Background: an optimization exercise with open tools, aiming at small area. Do not read the settings as production practice. Only simulation tests tie the RTL to the original design; equivalence was not proved. Power is estimated from default activity; no workload was simulated.

[config.mk]
export PLATFORM = sky130hd
export DESIGN_NAME = deadline_timer_queue
export DESIGN_NICKNAME = deadline_timer_queue
export VERILOG_FILES = /design/flow/design.v
export SDC_FILE = /design/flow/constraint.sdc
export NUM_CORES = 4
export LEC_CHECK = 0
export CAP_MARGIN = 20
export CORE_MARGIN = 2
export CORE_UTILIZATION = 40
export SLEW_MARGIN = 20
[constraint.sdc]
create_clock -name core_clock -period 8.0 [get_ports {clk}]
set_input_delay 1.6000 -clock core_clock [delete_from_list [all_inputs] [get_ports {clk}]]
set_output_delay 1.6000 -clock core_clock [all_outputs]
set_load 0.01 [all_outputs]
[design.v]
`timescale 1ns / 1ps
package dtq_pkg;
  localparam int QUEUE_DEPTH = 16;
  localparam int TIME_W      = 48;
  localparam int HANDLE_W    = 8;
  localparam int CNT_W       = $clog2(QUEUE_DEPTH + 1);
  localparam int IDX_W       = $clog2(QUEUE_DEPTH);
endpackage
`timescale 1ns / 1ps
import dtq_pkg::*;
module deadline_timer_queue (
  input  logic                clk,
  input  logic                rst,
  input  logic                item_valid,
  output logic                item_stall,
  input  logic                kind,
  input  logic [TIME_W-1:0]   deadline,
  input  logic [HANDLE_W-1:0] handle,
  input  logic [TIME_W-1:0]   current_time,
  output logic                result_valid,
  input  logic                result_stall,
  output logic                status,
  output logic [HANDLE_W-1:0] out_handle,
  output logic [TIME_W-1:0]   out_deadline,
  output logic                last
);
  logic [TIME_W-1:0]   ring_dl [QUEUE_DEPTH];
  logic [HANDLE_W-1:0] ring_hd [QUEUE_DEPTH];
  logic                busy;      
  logic                kind_r;    
  logic                popm;      
  logic                ins;       
  logic [IDX_W-1:0]    k;
  logic [CNT_W-1:0]    count;
  logic [CNT_W-1:0]    n_exp;     
  logic [TIME_W-1:0]   x_dl;
  logic [HANDLE_W-1:0] x_hd;
  logic [TIME_W-1:0]   head_dl;
  logic [HANDLE_W-1:0] head_hd;
  logic                live;      
  logic                later;     
  logic                out_free;
  logic                accept;
  logic                full;
  logic                add_run;
  logic                swap;
  logic                pop;
  logic                tick_cnt;
  assign head_dl  = ring_dl[QUEUE_DEPTH-1];
  assign head_hd  = ring_hd[QUEUE_DEPTH-1];
  assign live     = ({1'b0, k} < count);
  assign later    = (head_dl > x_dl);
  assign full     = (count == CNT_W'(QUEUE_DEPTH));
  assign out_free = !result_valid || !result_stall;
  assign item_stall = busy || (k != IDX_W'(QUEUE_DEPTH - 1));
  assign accept     = item_valid && !item_stall;
  assign add_run  = busy && !kind_r && !result_valid;
  assign swap     = add_run && (ins || !live || later);
  assign tick_cnt = busy && kind_r && !popm;
  assign pop      = busy && kind_r && popm && (k == '0) && (n_exp != '0) && out_free;
  assign out_deadline = x_dl;
  assign out_handle   = x_hd;
  always_ff @(posedge clk) begin
    for (int i = 1; i < QUEUE_DEPTH; i++) begin
      ring_dl[i] <= ring_dl[i-1];
      ring_hd[i] <= ring_hd[i-1];
    end
    ring_dl[0] <= swap ? x_dl : head_dl;
    ring_hd[0] <= swap ? x_hd : head_hd;
  end
  always_ff @(posedge clk) begin
    if (accept) begin
      x_dl <= kind ? current_time : deadline;
      x_hd <= handle;
    end else if (swap || pop) begin
      x_dl <= head_dl;
      x_hd <= head_hd;
    end
  end
  always_ff @(posedge clk) begin
    if (accept) begin
      kind_r <= kind;
      ins    <= 1'b0;
      popm   <= 1'b0;
      n_exp  <= '0;
      status <= 1'b1;
      last   <= 1'b1;
    end else begin
      if (swap) begin
        ins <= 1'b1;
      end
      if (tick_cnt) begin
        if (live && !later) begin
          n_exp <= n_exp + CNT_W'(1);
        end
        if (k == IDX_W'(QUEUE_DEPTH - 1)) begin
          popm <= 1'b1;
        end
      end
      if (pop) begin
        n_exp  <= n_exp - CNT_W'(1);
        status <= 1'b0;
        last   <= (n_exp == CNT_W'(1));
      end
    end
  end
  always_ff @(posedge clk) begin
    if (rst) begin
      busy         <= 1'b0;
      result_valid <= 1'b0;
      count        <= '0;
      k            <= '0;
    end else begin
      if (!pop) begin
        k <= k + IDX_W'(1);
      end
      if (accept) begin
        busy <= 1'b1;
        if (!kind && full) begin
          result_valid <= 1'b1;
        end
      end else if (busy) begin
        if (!kind_r) begin
          if (result_valid) begin
            if (!result_stall) begin
              result_valid <= 1'b0;
              busy         <= 1'b0;
            end
          end else if (!live) begin
            count <= count + CNT_W'(1);
            busy  <= 1'b0;
          end
        end else if (pop) begin
          result_valid <= 1'b1;
          count        <= count - CNT_W'(1);
        end else if (popm && out_free) begin
          result_valid <= 1'b0;
          if (n_exp == '0) begin
            busy <= 1'b0;
          end
        end
      end
    end
  end
endmodule
[run.sh]
#!/bin/bash
# synth_recipe.tcl (not shown) runs the flow's synth.tcl, then flattens the netlist and writes it again
# the make line also repeats each setting of config.mk as NAME=value (left out here)
make -C /OpenROAD-flow-scripts/flow DESIGN_CONFIG=/design/flow/config.mk WORK_HOME=/design/flow/orfs CLKGATE_MAP_FILE= SYNTH_SCRIPT=/design/flow/synth_recipe.tcl finish
==> results of run 1 <==
-- Yosys cell counts, drive strengths merged (2+ instances only) --
master	number	share of area
dfxtp	916	0.77
nand2	99	0.016
inv	65	0.010
ha	59	0.031
o21ai	58	0.012
edfxtp	57	0.072
mux2	56	0.029
mux2i	52	0.022
a21oi	28	0.0059
nor2	22	0.0035
clkbuf	18	0.0028
nand3	11	0.0023
buf	9	0.0025
a21o	8	0.0025
nand4	8	0.0021
nor4	5	0.0013
xnor2	5	0.0018
nor3	4	0.00084
a211oi	3	0.00094
nand2b	3	0.00079
o211ai	3	0.00094
xor2	3	0.0011
a211o	2	0.00073
a221o	2	0.00084
a22oi	2	0.00063
and2	2	0.00063
and3	2	0.00052
nor3b	2	0.00063
o21a	2	0.00063
o31a	2	0.00073
or3	2	0.00052
-- how the worst max path moves through the flow --
stage	start	to	slack (ps)	cells after the start
after floorplan	result_stall	x_dl[0]	3820	6
after CTS	x_dl[14]	x_dl[21]	2700	10
after global routing	x_dl[13]	x_dl[26]	2610	10
final	x_dl[14]	x_dl[3]	2930	10
after detailed placement	x_dl[13]	x_dl[5]	2740	10
after global placement	x_dl[15]	x_dl[6]	2760	10
-- state kept, by name, indices dropped and copies added (netlist names) --
register,cells
busy,1
count,5
ins,1
k,4
kind_r,1
last,1
n_exp,5
popm,1
result_valid,1
ring_dl,768
ring_hd,128
status,1
x_dl,48
x_hd,8
-- placed cells by master, fill, tap and decap left out, drive strengths merged, types with 11 or more instances in the layout --
| cell type | Yosys | final |
|---|---|---|
| dfxtp | 916 | 916 |
| nor2 | 22 | 22 |
| edfxtp | 57 | 57 |
| ha | 59 | 59 |
| a21oi | 28 | 28 |
| nand3 | 11 | 11 |
| mux2 | 56 | 56 |
| inv | 65 | 71 |
| bufinv | 0 | 11 |
| clkbuf | 18 | 120 |
| clkinv | 0 | 25 |
| clkdlybuf4s50 | 0 | 167 |
| mux2i | 52 | 52 |
| nand2 | 99 | 99 |
| o21ai | 58 | 58 |
-- worst register-to-register path, cell delays in order (launching register included) --
cell and delay (ps):
edfxtp_1 430, inv_1 70, ha_1 310, nand4_1 180
nor4_1 850, o21ai_0 400, o211ai_1 280, a221o_1 240
and2_4 160, o31a_2 790, or2_4 940
-- layout make-up --
type                       count  area [um^2]  share of cell area
clock buffer                 120         2633             0.08890
sequential                   973        20050              0.6771
tap                          773        967.2             0.03266
timing repair buffer         171         1702             0.05746
clock inverter                47        585.6             0.01977
multi-input combinational    455         3432              0.1159
inverter                      65        244.0            0.008239
-- layer usage --
| layer | GRT usage | up-vias |
|---|---|---|
| li1 | - | 5474 |
| met5 | 0 | - |
| met1 | 0.1710 | 5149 |
| met3 | 0.03523 | 83 |
| met2 | 0.1954 | 208 |
| met4 | 0.05375 | 0 |
-- metrics by stage --
| stage | hold WS (ps) | power [W] | cells | setup WS [ps] |
|---|---|---|---|---|
| floorplan | 309.6 | 0.005041 | 1520 | 3822 |
| global placement | 310.3 | 0.005115 | 2437 | 2764 |
| detailed placement | 312.1 | 0.005116 | 2437 | 2745 |
| CTS | 313.4 | 0.009595 | 2604 | 2703 |
| global route | 312.6 | 0.009804 | 2604 | 2611 |
| finish | 316.0 | 0.009472 | 2604 | 2931 |
-- report_power, final --
group          switching [W]  leakage (nW)  internal [W]
registers         0.00000778          7.88       0.00490
logic              0.0000361          2.78     0.0000627
clock network        0.00178          1.58       0.00269
total                0.00182          12.2       0.00765
-- cells by family (layout without fill, tap and decap cells) --
group / Yosys count / in the layout
AOI/OAI and AO/OA: 116 / 116
DFF: 973 / 973
muxes: 108 / 108
xor gates and xnor gates: 8 / 8
and+or+nand+nor: 163 / 163
buffers and inverters: 92 / 403
adders and majority gates: 60 / 60
==> metrics.md, run 1 <==
| Metric | Value |
|---|---|
| Max Clock Skew | `approximately 18 ps` |
| Mux cell area share after synthesis | `0.05112` |
| Vias in the first global route | `11055` |
| Top Layer Used | `met4` |
| Run status | `finished clean` |
| M1 WL | `between 15000 and 20000 um` |
| Drt drc | `0` |
| Hold Crit Endpoint | `ring_dl[6][19]` |
| Unique masters post-synth | `45` |
| Flop2flop setup slack | `about 2900 ps` |
| Clock Path Buffers | `3` |
| Postcts setup bufs | `0` |
| IO buf count | `roughly 170` |
| PwrDens | `between 300 and 400 nW/um^2` |
| Post-synthesis register bit count | `approximately 970` |
| Final ANT Viol Nets | `0` |
| Fin Setup TNS | `0 ps` |
| Worst-skew pair later-pin latency | `620 ps` |
| Max-cap violations | `0` |
| Avg Cell Area, Syn | `between 15 and 20 um^2` |
| Root Driver | `clkbuf_16` |
| CTS sink count | `973` |
| Share of cells above drive strength 1 | `0.1191` |
| Gpl congestion | `around 0.74` |
| Worst hold path class | `reg -> reg` |
| Fin. max-slew vios | `0` |
| Simple-gate share of the synthesized area | `0.02955` |
| Leakage | `~12 nW` |
| Yosys warning count | `3` |
| Met2 wire length | `about 17000 um` |
| CP Buf/Inv Count | `1` |
| Synth Area in Compound Gates | `0.02808` |
| Pin count of the biggest net entering global routing | `76` |
| Nets | `between 1500 and 2000` |
| GRT Util Overall | `0.1278` |
| RSZ-0062 raised after global routing | `false` |
| CP Capture Type | `register` |
| CTS tree | `yes` |
| Crit path max-delay family | `simple AND/OR/NAND/NOR gates` |
| Final hold viol count | `0` |
| Min-Delay Path Depth | `0` |
| Reg-to-reg endpoint | `x_dl[3]` |
| WL/cell | `about 15 um` |
| Fmax | `~200 MHz` |
| Post-Route WL | `around 39000 um` |
| GR Overflow Total | `0` |
| Relative slew slack | `0.3345` |
| Largest family of logic cells by synthesized area | `multiplexers` |
| Mapped Nets | `~1700` |
| Worst R2R Path Depth | `10` |
| EDFF count, synth | `57` |
| First-pass GRT wire length | `~60000 um` |
| Area share of xor/xnor cells in the synthesized design | `0.002939` |
| Worst R2R Start | `x_dl[14]` |
| Iter 0 DRT Violations | `417` |
| Filler cells | `between 4000 and 5000` |
| Via count | `approximately 11000` |
| Top-level port count | `169` |
| Crit-path cells | `inv_1 > ha_1 > nand4_1 > nor4_1 > o21ai_0 > o211ai_1 > a221o_1 > and2_4 > o31a_2 > or2_4` |
| Min-delay src | `ring_dl[5][19]` |
| ANT cells | `0` |
| Worst Tran Pin Value | `roughly 1000 ps` |
| CP max stage delay | `930 ps` |
| Max VDD drop | `about 0.17 mV` |
| Worst path slowest cell | `or2_4` |
| Data required, critical path | `8230 ps` |
| Core Area | `about 60000 um^2` |
| P&R area growth vs syn | `24.20%` |
| Cts hold-fix bufs | `0` |
| Synth Cell Area | `roughly 24000 um^2` |
| H-tree levels | `3` |
| Met3 wire len | `~2200 um` |
| Fin crit share | `0.6337` |
| Crit path max fanout | `between 50 and 60` |
| WS Path Type | `reg -> reg` |
| Initial Util | `0.4040` |
| Die height | `around 250 um` |
| CP startpoint kind | `register` |
| Chip width | `248.1 um` |
| Vias per cell | `4.191` |
| Post-synthesis sequential area ratio | `0.8409` |
| Final Util | `0.5017` |
| # resized after CTS | `0` |
| Drt pass-1 iters | `4` |
| CP arrival | `5300 ps` |
| Fin area | `slightly below 30000 um^2` |
| Post-synth ARST share | `0` |
| CTS clk-pin slew, worst paths | `70 ps` |
| Final Setup Violations | `0` |
| Min Tclk post-route | `about 5100 ps` |
| Post-Syn Instances | `1520` |
| Initial antenna violation count | `0` |
| Ys flop type | `dfxtp_1` |
| Cts bufs inserted | `89` |
| Placed standard-cell area | `around 26000 um^2` |
| DP Wirelength | `around 24000 um` |
| Cell row count | `89` |
| Post-Synth Adder-Cell Area | `0.03180` |
| Total die area | `61570 um^2` |
==> run 2: changes to the inputs <==
--- a/design.v
+++ b/design.v
@@ -32,2 +32,5 @@
   logic                ins;       
+  logic                run;       
+  logic                c1_r;      
+  logic                c2_r;      
   logic [IDX_W-1:0]    k;
@@ -51,10 +54,10 @@
   assign live     = ({1'b0, k} < count);
-  assign later    = (head_dl > x_dl);
+  assign later    = gt_chain(head_dl[47:32], x_dl[47:32], c2_r);
   assign full     = (count == CNT_W'(QUEUE_DEPTH));
   assign out_free = !result_valid || !result_stall;
-  assign item_stall = busy || (k != IDX_W'(QUEUE_DEPTH - 1));
+  assign item_stall = busy || (k != IDX_W'(QUEUE_DEPTH - 3));
   assign accept     = item_valid && !item_stall;
-  assign add_run  = busy && !kind_r && !result_valid;
+  assign add_run  = busy && run && !kind_r && !result_valid;
   assign swap     = add_run && (ins || !live || later);
-  assign tick_cnt = busy && kind_r && !popm;
+  assign tick_cnt = busy && run && kind_r && !popm;
   assign pop      = busy && kind_r && popm && (k == '0) && (n_exp != '0) && out_free;
@@ -62,2 +65,15 @@
   assign out_handle   = x_hd;
+  function automatic logic gt_chain(input logic [15:0] a, input logic [15:0] b,
+                                    input logic cin);
+    reg c;
+    c = cin;
+    for (int i = 0; i < 16; i++) begin
+      c = (a[i] & ~b[i]) | ((a[i] | ~b[i]) & c);
+    end
+    gt_chain = c;
+  endfunction
+  always_ff @(posedge clk) begin
+    c1_r <= gt_chain(ring_dl[QUEUE_DEPTH-3][15:0], x_dl[15:0], 1'b0);
+    c2_r <= gt_chain(ring_dl[QUEUE_DEPTH-2][31:16], x_dl[31:16], c1_r);
+  end
   always_ff @(posedge clk) begin
@@ -70,10 +86,9 @@
   end
+  logic [1:0] xsel;
+  assign xsel = accept ? {1'b1, kind} : {1'b0, swap || pop};
   always_ff @(posedge clk) begin
-    if (accept) begin
-      x_dl <= kind ? current_time : deadline;
-      x_hd <= handle;
-    end else if (swap || pop) begin
-      x_dl <= head_dl;
-      x_hd <= head_hd;
-    end
+    x_dl <= ({TIME_W{xsel == 2'd0}} & x_dl) | ({TIME_W{xsel == 2'd1}} & head_dl) |
+            ({TIME_W{xsel == 2'd2}} & deadline) | ({TIME_W{xsel == 2'd3}} & current_time);
+    x_hd <= ({HANDLE_W{xsel == 2'd0}} & x_hd) | ({HANDLE_W{xsel == 2'd1}} & head_hd) |
+            ({HANDLE_W{xsel[1]}} & handle);
   end
@@ -83,2 +98,3 @@
       ins    <= 1'b0;
+      run    <= 1'b0;
       popm   <= 1'b0;
@@ -90,2 +106,5 @@
         ins <= 1'b1;
+      end
+      if (k == IDX_W'(QUEUE_DEPTH - 1)) begin
+        run <= 1'b1;
       end
@@ -128,3 +147,3 @@
             end
-          end else if (!live) begin
+          end else if (run && !live) begin
             count <= count + CNT_W'(1);
==> flow/run.sh (new file) <==
#!/bin/bash
# The standard layout (standard.sh: ORFS synthesis to finish), with two changes:
#  * ports are buffered with sky130_fd_sc_hd__buf_1 instead of the flow's pick;
#  * the clock tree uses clkbuf_8 with sink clusters of at most 20 flip-flops
#    (60 um across) and no dummy loads.
# make's full output goes to standard.log here; ORFS's per-step logs stay under orfs/logs.
set -euo pipefail
export BUFFER_PORTS_ARGS="-buffer_cell sky130_fd_sc_hd__buf_1"
export CTS_ARGS="-sink_clustering_enable -repair_clock_nets -dont_use_dummy_load -buf_list sky130_fd_sc_hd__clkbuf_8 -sink_clustering_size 20 -sink_clustering_max_diameter 60"
bash standard.sh > standard.log 2>&1
==> standard.sh (new file) <==
#!/bin/bash
# synth_recipe.tcl (not shown) runs the flow's synth.tcl, then flattens the netlist and writes it again
# the make line also repeats each setting of config.mk as NAME=value (left out here)
make -C /OpenROAD-flow-scripts/flow DESIGN_CONFIG=/design/flow/config.mk WORK_HOME=/design/flow/orfs CLKGATE_MAP_FILE= SYNTH_SCRIPT=/design/flow/synth_recipe.tcl "${@:-finish}"
--- a/config.mk
+++ b/config.mk
@@ -9,3 +9,3 @@
 export CORE_MARGIN = 2
-export CORE_UTILIZATION = 40
+export CORE_UTILIZATION = 70
 export SLEW_MARGIN = 20
removed: run.sh
==> run 2 against run 1 <==
Still clean. Final cell count fell by 18%. Core utilization is 27 points higher. Global-route usage is 7.2 points higher. Critical path depth up 1. Largest power group unchanged.
==> metrics.md, run 2 <==
| Metric | Value |
|---|---|
| Run status | `finished clean` |
| Drt drc | `0 (unchanged)` |
| WS Path Type | `reg -> reg` |
| Met2 wire length | `15080 um (-11%)` |
| Fin crit share | `0.4665 (-0.1672)` |
| Final hold slack | `304.9 ps (-11.01 ps)` |
| P&R area growth vs syn | `7.718%` |
| IO buf count | `168 (unchanged)` |
| Vias per cell | `4.967 (+19%)` |
| Post-synth top area share | `0.8350 (+0.06584)` |
| Internal | `0.005510 W (-28%)` |
| Most frequent cells in the layout | `975 x dfxtp_1, 167 x buf_1, 73 x nor2_1` |
| M1 WL | `16820 um (-9.1%)` |
| Crit-path cells | `inv_1 > maj3_2 > o2111a_1 > o22ai_1 > a31oi_1 > o21ai_1 > o211ai_1 > a211oi_2 > o211a_2 > buf_4 > a221o_1` |
| Unique masters post-synth | `64 (+42%)` |
| Final Setup Violations | `0 (unchanged)` |
| # resized after CTS | `0 (unchanged)` |
| EDFF count, synth | `1 (-98%)` |
| Sequential share of power | `0.713 (+0.195)` |
| Fin. max-slew vios | `0 (unchanged)` |
| Reg area | `19550 um^2 (-2.5%)` |
| Post-synthesis register bit count | `976 (+0.31%)` |
| Avg Cell Area, Syn | `15.46 um^2 (-1.4%)` |
| Simple-gate share of the synthesized area | `0.03699 (+0.007439)` |
| Combinational share of power | `0.009 (about the same)` |
| Die height | `186.7 um (-25%)` |
| Cts hold-fix bufs | `0 (unchanged)` |
| Most frequent cell after synthesis | `dfxtp_1` |
| H-tree levels | `2 (-1)` |
| Core Area | `32700 um^2 (-45%)` |
| Postcts setup bufs | `0 (unchanged)` |
| WL/cell | `15.92 um (+7.5%)` |
| Iter 0 DRT Violations | `492 (+18%)` |
| Yosys warning count | `3 (unchanged)` |
| Largest register FFs | `768 (unchanged)` |
| CTS tree | `yes` |
| Worst Tran Pin Value | `1018 ps (+19.98 ps)` |
| CP startpoint kind | `register` |
| Min Tclk post-route | `3732 ps (-1337 ps)` |
| Post-Syn Instances | `1512 (-0.53%)` |
| Drt pass-1 iters | `7 (+3)` |
| ANT cells | `0 (unchanged)` |
| CTS clk-pin slew, worst paths | `110 ps (+40 ps)` |
| Worst hold path class | `reg -> reg` |
| GR Overflow Total | `0 (unchanged)` |
| Relative slew slack | `0.3212 (-0.01332)` |
| Max Clock Skew | `41.15 ps (+22.69 ps)` |
| Worst-skew pair later-pin latency | `630 ps (about the same)` |
| Filler cells | `2044 (-59%)` |
| Dpl ws | `4302 ps (+1557 ps)` |
| Area contributors post-synth | `dfxtp_1 83%, a221o_1 2.4%, mux2_2 2.4%` |
| Largest family of logic cells by synthesized area | `multiplexers` |
| Worst path slowest cell | `o211a_2` |
| DP Wirelength | `21550 um (-10%)` |
| Post-Route WL | `34200 um (-11%)` |
| Initial antenna violation count | `2 (+2)` |
| GRT Util Overall | `0.2002 (+0.07240)` |
| Switching pwr | `0.001310 W (-28%)` |
| Pin count of the biggest net entering global routing | `61 (-20%)` |
| Nets | `1830 (-4.9%)` |
| Switching share of power | `0.1920 (-0.0002129)` |
| Final hold viol count | `0 (unchanged)` |
| Max-cap violations | `0 (unchanged)` |
| Leakage | `10.03 nW (-18%)` |
| Total die area | `34870 um^2 (-43%)` |
| Cell row count | `66 (-26%)` |
| Placed standard-cell area | `24420 um^2 (-7.5%)` |
| Crit path max fanout | `40 (-29%)` |
| Largest registers | `ring_dl: 768 flops, ring_hd: 128 flops, x_dl: 48 flops` |
| Final setup margin | `4268 ps (+1337 ps)` |
| Met3 wire len | `1467 um (-32%)` |
| Post-synth ARST share | `0 (unchanged)` |
| Top reg by flops | `ring_dl` |
| Clk pwr share | `0.278 (-0.193)` |
| RSZ-0062 raised after global routing | `false` |
| Synth Cell Area | `23380 um^2 (-2.0%)` |
| Fin Setup TNS | `0 ps (unchanged)` |
| Most common cell after layout, fill and taps aside | `dfxtp_1` |
| Share of cells above drive strength 1 | `0.07093 (-0.04813)` |
| PwrDens | `270.8 nW/um^2 (-15%)` |
| Final ANT Viol Nets | `0 (unchanged)` |
| Chip width | `186.7 um (-25%)` |
| Max VDD drop | `0.2178 mV (+32%)` |
| Vias in the first global route | `10819 (-2.1%)` |
| Synth Area in Compound Gates | `0.04930 (+0.02122)` |
| Top-level port count | `169 (unchanged)` |
| Post-synthesis sequential area ratio | `0.8363 (-0.004666)` |
| Fin area | `25180 um^2 (-15%)` |
| CP max stage delay | `570 ps (-360 ps)` |
| Mux cell area share after synthesis | `0.04930 (-0.001819)` |
| First-pass GRT wire length | `55750 um (-7.1%)` |
| Gpl congestion | `0.8182 (+10%)` |
| Clock Path Buffers | `3 (unchanged)` |
| CTS sink count | `976 (+0.31%)` |
| CP Capture Type | `register` |
| Area share of xor/xnor cells in the synthesized design | `0.002248 (-0.0006908)` |
| Via count | `10670 (-2.2%)` |
| Initial Util | `0.7148 (+0.3109)` |
| Root Driver | `clkbuf_8` |
| Data required, critical path | `8560 ps (+330 ps)` |
| Ys flop type | `dfxtp_1` |
| Post-Synth Adder-Cell Area | `0.01033 (-0.02147)` |
| Mapped Nets | `1634 (-3.3%)` |
| Multi-input gate area | `3485 um^2 (+1.5%)` |
| CP arrival | `4290 ps (-1010 ps)` |
| Top Layer Used | `met4` |
| Yosys top cell by area | `dfxtp_1` |
| Most instantiated cells after synthesis | `975 x dfxtp_1, 74 x nor2_1, 57 x a221o_1, 51 x mux2i_1, 50 x mux2_2` |
| Cts bufs inserted | `55 (-38%)` |
| Fmax | `268.0 MHz (+36%)` |
run 2: changes by cell type after synthesis, sizes merged, moves of 9 or more:
| cell | previous run | this run |
|---|---|---|
| a21oi | 28 | 17 |
| a221o | 2 | 57 |
| and3 | 2 | 11 |
| buf | 9 | 18 |
| dfxtp | 916 | 975 |
| edfxtp | 57 | 1 |
| ha | 59 | 12 |
| inv | 65 | 46 |
| nand2 | 99 | 35 |
| nand2b | 3 | 19 |
| nor2 | 22 | 74 |
| nor2b | 1 | 14 |
| o21ai | 58 | 13 |
run 2: cell families (layout without fill, tap and decap cells):
group / Yosys count / count (layout)
DFF: 976 / 976
buffers and inverters: 79 / 273
xor gates and xnor gates: 6 / 6
adders and majority gates: 20 / 20
AOI/OAI and AO/OA: 140 / 140
and+or+nand+nor: 183 / 183
muxes: 108 / 108
run 2: power by group through the flow:
stage	sequential (W)	clock, W	combinational (W)
finish	0.00486	0.00190	0.0000612
global route	0.00486	0.00213	0.0000681
CTS	0.00486	0.00196	0.0000619
detailed placement	0.00497	0	0.0000617
global placement	0.00497	0	0.0000592
floorplan	0.00497	0	0.0000317
run 2: path summary, 6_finish.rpt:
kind	startpoint	endpoint	slack [ps]	depth (start not counted)
worst min-delay path	ring_dl[12][18]	ring_dl[13][18]	300	0
worst max-delay path	x_dl[32]	x_dl[32]	4270	11
worst min register to register	ring_dl[12][18]	ring_dl[13][18]	300	0
worst max register to register	x_dl[32]	x_dl[32]	4270	11
run 2: layout make-up:
cell class,count,share of cell area
Clock buffer,55,0.03006
Inverter,46,0.006857
Multi-Input combinational cell,457,0.1384
Sequential cell,976,0.7763
Tap cell,442,0.02196
Timing Repair Buffer,172,0.02639
run 2: per-layer routing:
metal | global-route usage | vias to the layer above
met4 | 0.06532 | 0
li1 | - | 5363
met5 | 0 | -
met3 | 0.03799 | 61
met2 | 0.3087 | 201
met1 | 0.2892 | 5045
run 2: critical path: cells and delay by family, from the launching register on:
kind / cells / cell delay (ps)
compound gates: 8 / 2330
buf+inv: 2 / 620
flops: 1 / 390
fa+ha+maj: 1 / 300
run 2: metrics by stage:
step	total power, W	std cells	util
floorplan	0.005005	1512	-
global placement	0.005033	2093	0.7469
detailed placement	0.005035	2093	0.7469
CTS	0.006879	2148	0.7700
global route	0.007059	2148	0.7700
finish	0.006820	2148	0.7700
==> run 3: changes to the inputs <==
--- a/design.v
+++ b/design.v
@@ -63,2 +63,4 @@
   assign pop      = busy && kind_r && popm && (k == '0) && (n_exp != '0) && out_free;
+  assign status       = !kind_r;
+  assign last         = !kind_r || (n_exp == '0);
   assign out_deadline = x_dl;
@@ -101,4 +103,2 @@
       n_exp  <= '0;
-      status <= 1'b1;
-      last   <= 1'b1;
     end else begin
@@ -119,5 +119,3 @@
       if (pop) begin
-        n_exp  <= n_exp - CNT_W'(1);
-        status <= 1'b0;
-        last   <= (n_exp == CNT_W'(1));
+        n_exp <= n_exp - CNT_W'(1);
       end
==> run 3 against run 2 <==
Still clean. Synthesized cell count grew 0.13%. Routed wire length shrank 0.60%. Non-clock buffer count is the same. Critical path type is now in -> reg. Critical endpoint is now x_dl[3]. Largest power group unchanged.
==> metrics.md, run 3 <==
| Metric | Value |
|---|---|
| Vias per cell | `4.902 (-1.3%)` |
| Internal | `0.005503 W (-0.13%)` |
| Fin crit share | `0.5058 (+0.03930)` |
| Worst hold path class | `reg -> reg` |
| Largest registers | `ring_dl: 768 flops, ring_hd: 128 flops, x_dl: 48 flops` |
| EDFF count, synth | `1 (unchanged)` |
| CTS clk-pin slew, worst paths | `110 ps (about the same)` |
| # resized after CTS | `0 (unchanged)` |
| Top-level port count | `169 (unchanged)` |
| Min Tclk post-route | `4046 ps (+314.4 ps)` |
| Iter 0 DRT Violations | `550 (+12%)` |
| CP Capture Type | `register` |
| Final Setup Violations | `0 (unchanged)` |
| Relative slew slack | `0.3106 (-0.01060)` |
| Final Util | `0.7687 (-0.001283)` |
| Fin. max-slew vios | `0 (unchanged)` |
| Core Area | `32540 um^2 (-0.51%)` |
| P&R area growth vs syn | `7.891%` |
| Die height | `186.0 um (-0.41%)` |
| Sequential share of power | `0.712 (about the same)` |
| Hold Crit Endpoint | `ring_hd[8][3]` |
| Ys flop type | `dfxtp_1` |
| Root Driver | `clkbuf_8` |
| Flop2flop setup slack | `4060 ps (-210 ps)` |
| WL/cell | `15.84 um (-0.51%)` |
| CTS sink count | `974 (-0.20%)` |
| Final hold viol count | `0 (unchanged)` |
| Worst R2R Start | `k[1]` |
| Postcts setup bufs | `0 (unchanged)` |
| Worst Tran Pin Value | `1034 ps (+15.90 ps)` |
| Combinational share of power | `0.010 (about the same)` |
| Total die area | `34590 um^2 (-0.81%)` |
| Max VDD drop | `0.2442 mV (+12%)` |
| Post-synthesis register bit count | `974 (-0.20%)` |
| Synth Cell Area | `23180 um^2 (-0.83%)` |
| Reg-to-reg endpoint | `x_dl[3]` |
| ANT cells | `0 (unchanged)` |
| Vias in the first global route | `10520 (-2.8%)` |
| Mapped Nets | `1637 (+0.18%)` |
| Crit path max fanout | `51 (+28%)` |
| Cell row count | `66 (unchanged)` |
| GR Overflow Total | `0 (unchanged)` |
| RSZ-0062 raised after global routing | `false` |
| Post-synthesis sequential area ratio | `0.8415 (+0.005269)` |
| CP startpoint kind | `input port` |
| Post-Route WL | `34000 um (-0.60%)` |
| Final ANT Viol Nets | `0 (unchanged)` |
| H-tree levels | `2 (unchanged)` |
| Post-Syn Instances | `1514 (+0.13%)` |
| DP Wirelength | `21120 um (-2.0%)` |
| Switching share of power | `0.1926 (+0.0006014)` |
| Worst R2R Path Depth | `9 (-2)` |
| CTS tree | `yes` |
| First-pass GRT wire length | `53250 um (-4.5%)` |
| Initial antenna violation count | `0 (-2)` |
| Area contributors post-synth | `dfxtp_1 84%, mux2i_1 2.2%, a221o_1 2.1%` |
| Yosys warning count | `3 (unchanged)` |
| Clock Path Buffers | `3 (unchanged)` |
| Nets | `1829 (-0.055%)` |
| Data required, critical path | `8540 ps (-20 ps)` |
| Min-delay src | `ring_hd[7][3]` |
| Top reg by flops | `ring_dl` |
| GRT Util Overall | `0.1978 (-0.002378)` |
| Gpl congestion | `0.7737 (-5.4%)` |
| Yosys top cell by area | `dfxtp_1` |
| Max-cap violations | `0 (unchanged)` |
| Worst-skew pair later-pin latency | `600 ps (-30 ps)` |
| Post-synth ARST share | `0 (unchanged)` |
| Leakage | `9.966 nW (-0.61%)` |
| Most common cell after layout, fill and taps aside | `dfxtp_1` |
| Via count | `10519 (-1.4%)` |
| Switching pwr | `0.001313 W (+0.26%)` |
| Min-Delay Path Depth | `0 (unchanged)` |
| Chip width | `186.0 um (-0.41%)` |
| Unique masters post-synth | `55 (-14%)` |
| Drt pass-1 iters | `4 (-3)` |
| Fin Setup TNS | `0 ps (unchanged)` |
| WS Path Type | `in -> reg` |
| Fmax | `247.1 MHz (-7.8%)` |
| CP arrival | `4590 ps (+300 ps)` |
| Pin count of the biggest net entering global routing | `78 (+28%)` |
| Avg Cell Area, Syn | `15.31 um^2 (-0.96%)` |
| Largest register FFs | `768 (unchanged)` |
| PwrDens | `272.5 nW/um^2 (+0.62%)` |
| Initial Util | `0.7125 (-0.002332)` |
| Total power | `0.006816 W (about the same)` |
| Drt drc | `0 (unchanged)` |
| Most frequent cell after synthesis | `dfxtp_1` |
| Most instantiated cells after synthesis | `973 x dfxtp_1, 74 x nor2_1, 58 x inv_1, 51 x mux2i_1, 49 x a221o_1` |
| Clk pwr share | `0.278 (about the same)` |
| Most frequent cells in the layout | `973 x dfxtp_1, 167 x buf_1, 73 x nor2_1` |
| IO buf count | `168 (unchanged)` |
| Share of cells above drive strength 1 | `0.06279 (-0.008133)` |
| Run status | `finished clean` |
| Max Clock Skew | `56.26 ps (+15.11 ps)` |
| Post-synth top area share | `0.8402 (+0.005258)` |
| Cts hold-fix bufs | `0 (unchanged)` |
| Cts bufs inserted | `55 (unchanged)` |
run 3: cell type report:
| class | count | area (um^2) |
|---|---|---|
| fillers | 1998 | 7525 |
| repair buffers | 172 | 664.4 |
| flip-flops and latches | 974 | 19510 |
| multi-input cells | 444 | 3307 |
| clock buffers | 55 | 757.0 |
| well taps | 442 | 553.0 |
| inverters | 59 | 221.5 |
run 3: worst max path at each step:
stage,cells after the start,start,slack [ps],end
detailed placement,7,item_valid,3320,x_dl[3]
CTS,7,item_valid,4000,x_dl[3]
floorplan,11,result_stall,4450,n_exp[4]
finish,7,item_valid,3950,x_dl[3]
global placement,7,item_valid,3400,x_dl[26]
global route,7,item_valid,3770,x_dl[5]
run 3: routing by layer:
layer  track usage  up-vias  routed length [um]
li1              -     5312                   -
met1        0.2773     4959               16630
met2        0.3126      166               15050
met3       0.03365       82                1241
met4       0.07276        0                1071
met5             0        -                   0
run 3: cell families after synthesis:
| kind of cell | Yosys count | synth area share |
|---|---|---|
| flops | 974 | 0.8415 |
| compound gates | 160 | 0.05306 |
| simple gates | 157 | 0.03055 |
| buf+inv | 96 | 0.01635 |
| mux | 88 | 0.03999 |
| fa+ha+maj | 28 | 0.01436 |
| xor+xnor | 11 | 0.004156 |
run 3: power groups by stage:
| stage | logic (W) | clock network [W] | registers, W |
|---|---|---|---|
| final | 0.0000656 | 0.00190 | 0.00485 |
| after global routing | 0.0000724 | 0.00212 | 0.00486 |
| after CTS | 0.0000668 | 0.00195 | 0.00486 |
| after detailed placement | 0.0000663 | 0 | 0.00497 |
| after global placement | 0.0000646 | 0 | 0.00497 |
| after floorplan | 0.0000326 | 0 | 0.00497 |
run 3: per-stage QoR:
stage	instances	hold slack [ps]	worst slack [ps]	cell area, um^2
2_1_floorplan	1514	309.6	4447	23180
3_3_place_gp	2091	309.6	3395	24250
3_5_place_dp	2091	312.1	3324	24250
4_1_cts	2146	268.1	3998	25010
5_1_grt	2146	276.7	3770	25010
6_report	2146	266.9	3954	25010
run 3: worst max-delay path: stages:
cell      delay, ps
buf_1            90
nand2_2          50
buf_4           530
clkinv_1        730
nor2_4          810
buf_4           490
a221o_1         210
==> run 4: changes to the inputs <==
==> flow/run.sh (replaced) <==
#!/bin/bash
# The standard layout (standard.sh: ORFS synthesis to finish), with two changes:
#  * ports are buffered with sky130_fd_sc_hd__buf_1 instead of the flow's pick;
#  * the clock tree uses clkbuf_8 with sink clusters of at most 20 flip-flops
#    (100 um across) and no dummy loads.
# make's full output goes to standard.log here; ORFS's per-step logs stay under orfs/logs.
set -euo pipefail
export BUFFER_PORTS_ARGS="-buffer_cell sky130_fd_sc_hd__buf_1"
export CTS_ARGS="-sink_clustering_enable -repair_clock_nets -dont_use_dummy_load -buf_list sky130_fd_sc_hd__clkbuf_8 -sink_clustering_size 20 -sink_clustering_max_diameter 100"
bash standard.sh > standard.log 2>&1
==> run 4 against run 3 <==
Power fell by 0.25%. Global-route usage about the same. First-iteration DRC count shrank 11%. Largest cell class unchanged. Cell area about the same. Sequential power about the same. Setup slack got worse by 29 ps. Hold slack better by 36 ps. Still clean on timing, DRC and antenna. Sequential share of layout area barely moved.
==> metrics.md, run 4 <==
| Metric | Value |
|---|---|
| Run status | `finished clean` |
| Drt drc | `0 (unchanged)` |
| Root Driver | `clkbuf_8` |
| Total die area | `34590 um^2 (unchanged)` |
| Drt pass-1 iters | `5 (+1)` |
| Filler cells | `2019 (+1.1%)` |
| Cell row count | `66 (unchanged)` |
| First-pass GRT wire length | `53070 um (-0.32%)` |
| Nets | `1828 (-0.055%)` |
| Final hold slack | `302.8 ps (+35.84 ps)` |
| Max VDD drop | `0.2289 mV (-6.3%)` |
| Ys flop type | `dfxtp_1` |
| Vias per cell | `4.917 (+0.31%)` |
| GRT Util Overall | `0.1979 (about the same)` |
| Crit path max fanout | `51 (unchanged)` |
| Gpl congestion | `0.7737 (unchanged)` |
| Die height | `186.0 um (unchanged)` |
| Most frequent cell after synthesis | `dfxtp_1` |
| Area contributors post-synth | `dfxtp_1 84%, mux2i_1 2.2%, a221o_1 2.1%` |
| Worst-skew pair later-pin latency | `630 ps (+30 ps)` |
| Post-synthesis sequential area ratio | `0.8415 (unchanged)` |
| ANT cells | `0 (unchanged)` |
| Most instantiated cells after synthesis | `973 x dfxtp_1, 74 x nor2_1, 58 x inv_1, 51 x mux2i_1, 49 x a221o_1` |
| Core Area | `32540 um^2 (unchanged)` |
| Clk pwr share | `0.276 (-0.002)` |
| Cts bufs inserted | `54 (-1.8%)` |
| WL/cell | `15.78 um (-0.41%)` |
| Pin count of the biggest net entering global routing | `78 (unchanged)` |
| CP arrival | `4650 ps (+60 ps)` |
| Postcts setup bufs | `0 (unchanged)` |
| Leakage | `9.959 nW (about the same)` |
| RSZ-0062 raised after global routing | `false` |
| Switching share of power | `0.1921 (-0.0005654)` |
| CP Capture Type | `register` |
| Most common cell after layout, fill and taps aside | `dfxtp_1` |
| Max-cap violations | `0 (unchanged)` |
| Post-synth top area share | `0.8402 (unchanged)` |
| Final setup margin | `3924 ps (-29.38 ps)` |
| Fin Setup TNS | `0 ps (unchanged)` |
| PwrDens | `272.0 nW/um^2 (-0.20%)` |
| Largest register FFs | `768 (unchanged)` |
| Min-Delay Path Depth | `0 (unchanged)` |
| Chip width | `186.0 um (unchanged)` |
| # resized after CTS | `0 (unchanged)` |
| Max Clock Skew | `46.36 ps (-9.901 ps)` |
| Top reg by flops | `ring_dl` |
| Clock Path Buffers | `3 (unchanged)` |
| Fin. max-slew vios | `0 (unchanged)` |
| Placed standard-cell area | `24250 um^2 (unchanged)` |
| Largest registers | `ring_dl: 768 flops, ring_hd: 128 flops, x_dl: 48 flops` |
| Final Setup Violations | `0 (unchanged)` |
| WS Path Type | `in -> reg` |
| Mapped Nets | `1637 (unchanged)` |
| P&R area growth vs syn | `7.831% (about the same)` |
| Data required, critical path | `8570 ps (+30 ps)` |
| Post-synth ARST share | `0 (unchanged)` |
| Fin crit share | `0.5095 (+0.003672)` |
| Dpl ws | `3324 ps (unchanged)` |
| Initial antenna violation count | `0 (unchanged)` |
| Via count | `10547 (+0.27%)` |
| Relative slew slack | `0.3308 (+0.02022)` |
| Worst R2R Path Depth | `9 (unchanged)` |
| Yosys top cell by area | `dfxtp_1` |
| Initial Util | `0.7125 (unchanged)` |
| IO buf count | `168 (unchanged)` |
| Sequential share of power | `0.714 (+0.002)` |
| Yosys warning count | `3 (unchanged)` |
| Final ANT Viol Nets | `0 (unchanged)` |
| Vias in the first global route | `10420 (-0.95%)` |
| Top-level port count | `169 (unchanged)` |
| GR Overflow Total | `0 (unchanged)` |
| H-tree levels | `2 (unchanged)` |
| Final hold viol count | `0 (unchanged)` |
| EDFF count, synth | `1 (unchanged)` |
| Synth Cell Area | `23180 um^2 (unchanged)` |
| Min Tclk post-route | `4076 ps (+29.38 ps)` |
| Switching pwr | `0.001306 W (-0.55%)` |
| Share of cells above drive strength 1 | `0.06224 (-0.0005503)` |
| CTS tree | `yes` |
| Fin area | `25000 um^2 (about the same)` |
| Unique masters post-synth | `55 (unchanged)` |
| Internal | `0.005492 W (-0.19%)` |
| CP startpoint kind | `input port` |
| Cts hold-fix bufs | `0 (unchanged)` |
| Avg Cell Area, Syn | `15.31 um^2 (unchanged)` |
| Fmax | `245.4 MHz (-0.72%)` |
| CTS sink count | `974 (unchanged)` |
| Worst hold path class | `reg -> reg` |
| Worst Tran Pin Value | `1004 ps (-30.33 ps)` |
| Combinational share of power | `0.010 (about the same)` |
| Iter 0 DRT Violations | `487 (-11%)` |
| Post-synthesis register bit count | `974 (unchanged)` |
| Placed Instances | `2091 (unchanged)` |
| Post-Route WL | `33840 um (-0.46%)` |
| DP Wirelength | `21120 um (unchanged)` |
| Layout Cells excl Fill | `2145 (-0.047%)` |
| Most frequent cells in the layout | `973 x dfxtp_1, 167 x buf_1, 73 x nor2_1` |
| Post-Syn Instances | `1514 (unchanged)` |
| CTS clk-pin slew, worst paths | `110 ps (about the same)` |
[run 4: power by group through the flow]
stage	clock network, W	logic (W)	registers [W]
detailed placement	0	0.0000663	0.00497
finish	0.00188	0.0000652	0.00485
floorplan	0	0.0000326	0.00497
global placement	0	0.0000646	0.00497
CTS	0.00194	0.0000665	0.00486
global route	0.00212	0.0000722	0.00486
[run 4: per-layer routing]
layer | track usage | wire length [um] | up-vias
met1 | 0.2784 | 16490 | 4977
met4 | 0.06898 | 895 | 0
met2 | 0.3097 | 15010 | 200
li1 | - | - | 5308
met3 | 0.03815 | 1448 | 62
met5 | 0 | 0 | -
[run 4: cell type report]
type,count,area (um^2),area share
flip-flops and latches,974,19510,0.7804
multi-input cells,444,3307,0.1323
clock buffers,54,743.2,0.02973
repair buffers,172,664.4,0.02658
well taps,442,553.0,0.02212
inverters,59,221.5,0.008859
[run 4: worst max-delay path, stage by stage]
cell	delay, ps
buf_1	90
nand2_2	50
buf_4	530
clkinv_1	740
nor2_4	840
buf_4	500
a221o_1	220
[run 4: worst paths after layout]
kind / endpoint / start / slack (ps)
setup reg to reg: x_dl[3] / k[1] / 4010
hold / removal: ring_hd[5][6] / ring_hd[4][6] / 300
setup / recovery: x_dl[3] / item_valid / 3920
hold reg to reg: ring_hd[5][6] / ring_hd[4][6] / 300
[run 4: kinds of logic after synthesis]
family	count (synthesis)	synth area share
compound gates	160	0.05306
xor+xnor	11	0.004156
fa+ha+maj	28	0.01436
buf+inv	96	0.01635
flops	974	0.8415
mux	88	0.03999
simple gates	157	0.03055
[run 4: stage by stage]
step           power, W    util
2_1_floorplan  0.004999       -
3_3_place_gp   0.005031  0.7455
3_5_place_dp   0.005032  0.7455
4_1_cts        0.006857  0.7683
5_1_grt        0.007047  0.7683
6_report       0.006798  0.7683

## separate check: timing with driven ports
No port has a modelled driver above. Below, the same layouts with a new extraction and two added sets of constraints. Step 1, drivers: a clkbuf_16 drives clk and a buf_2 each remaining input, both assumed. Step 2 times the ports against the registers' clock, not the clock port: input delays grow and output delays shrink by t, the midpoint of the rising clock arrivals with the driver on. a / b / c = ideal / step 1 / step 2; a / b = the first two.
run | t (ns) | slack for setup (ns) | worst setup path at the end | worst register clock-pin slew, ns | pins driven straight from the clock port
run 1 | 0.672 | 2.931 / 2.931 / 2.931 | register to register | 0.07 / 0.07 | 1
run 2 | 0.657 | 4.268 / 4.268 / 4.265 | input to register | 0.11 / 0.11 | 1
run 3 | 0.629 | 3.954 / 3.967 / 3.338 | input to register | 0.12 / 0.12 | 1
run 4 | 0.657 | 3.924 / 3.937 / 3.280 | input to register | 0.12 / 0.12 | 1
After both steps every run listed still meets setup and hold. The setup slack of run 4, which loses most, moves by +0.013 ns with the drivers and by -0.644 ns with both steps.
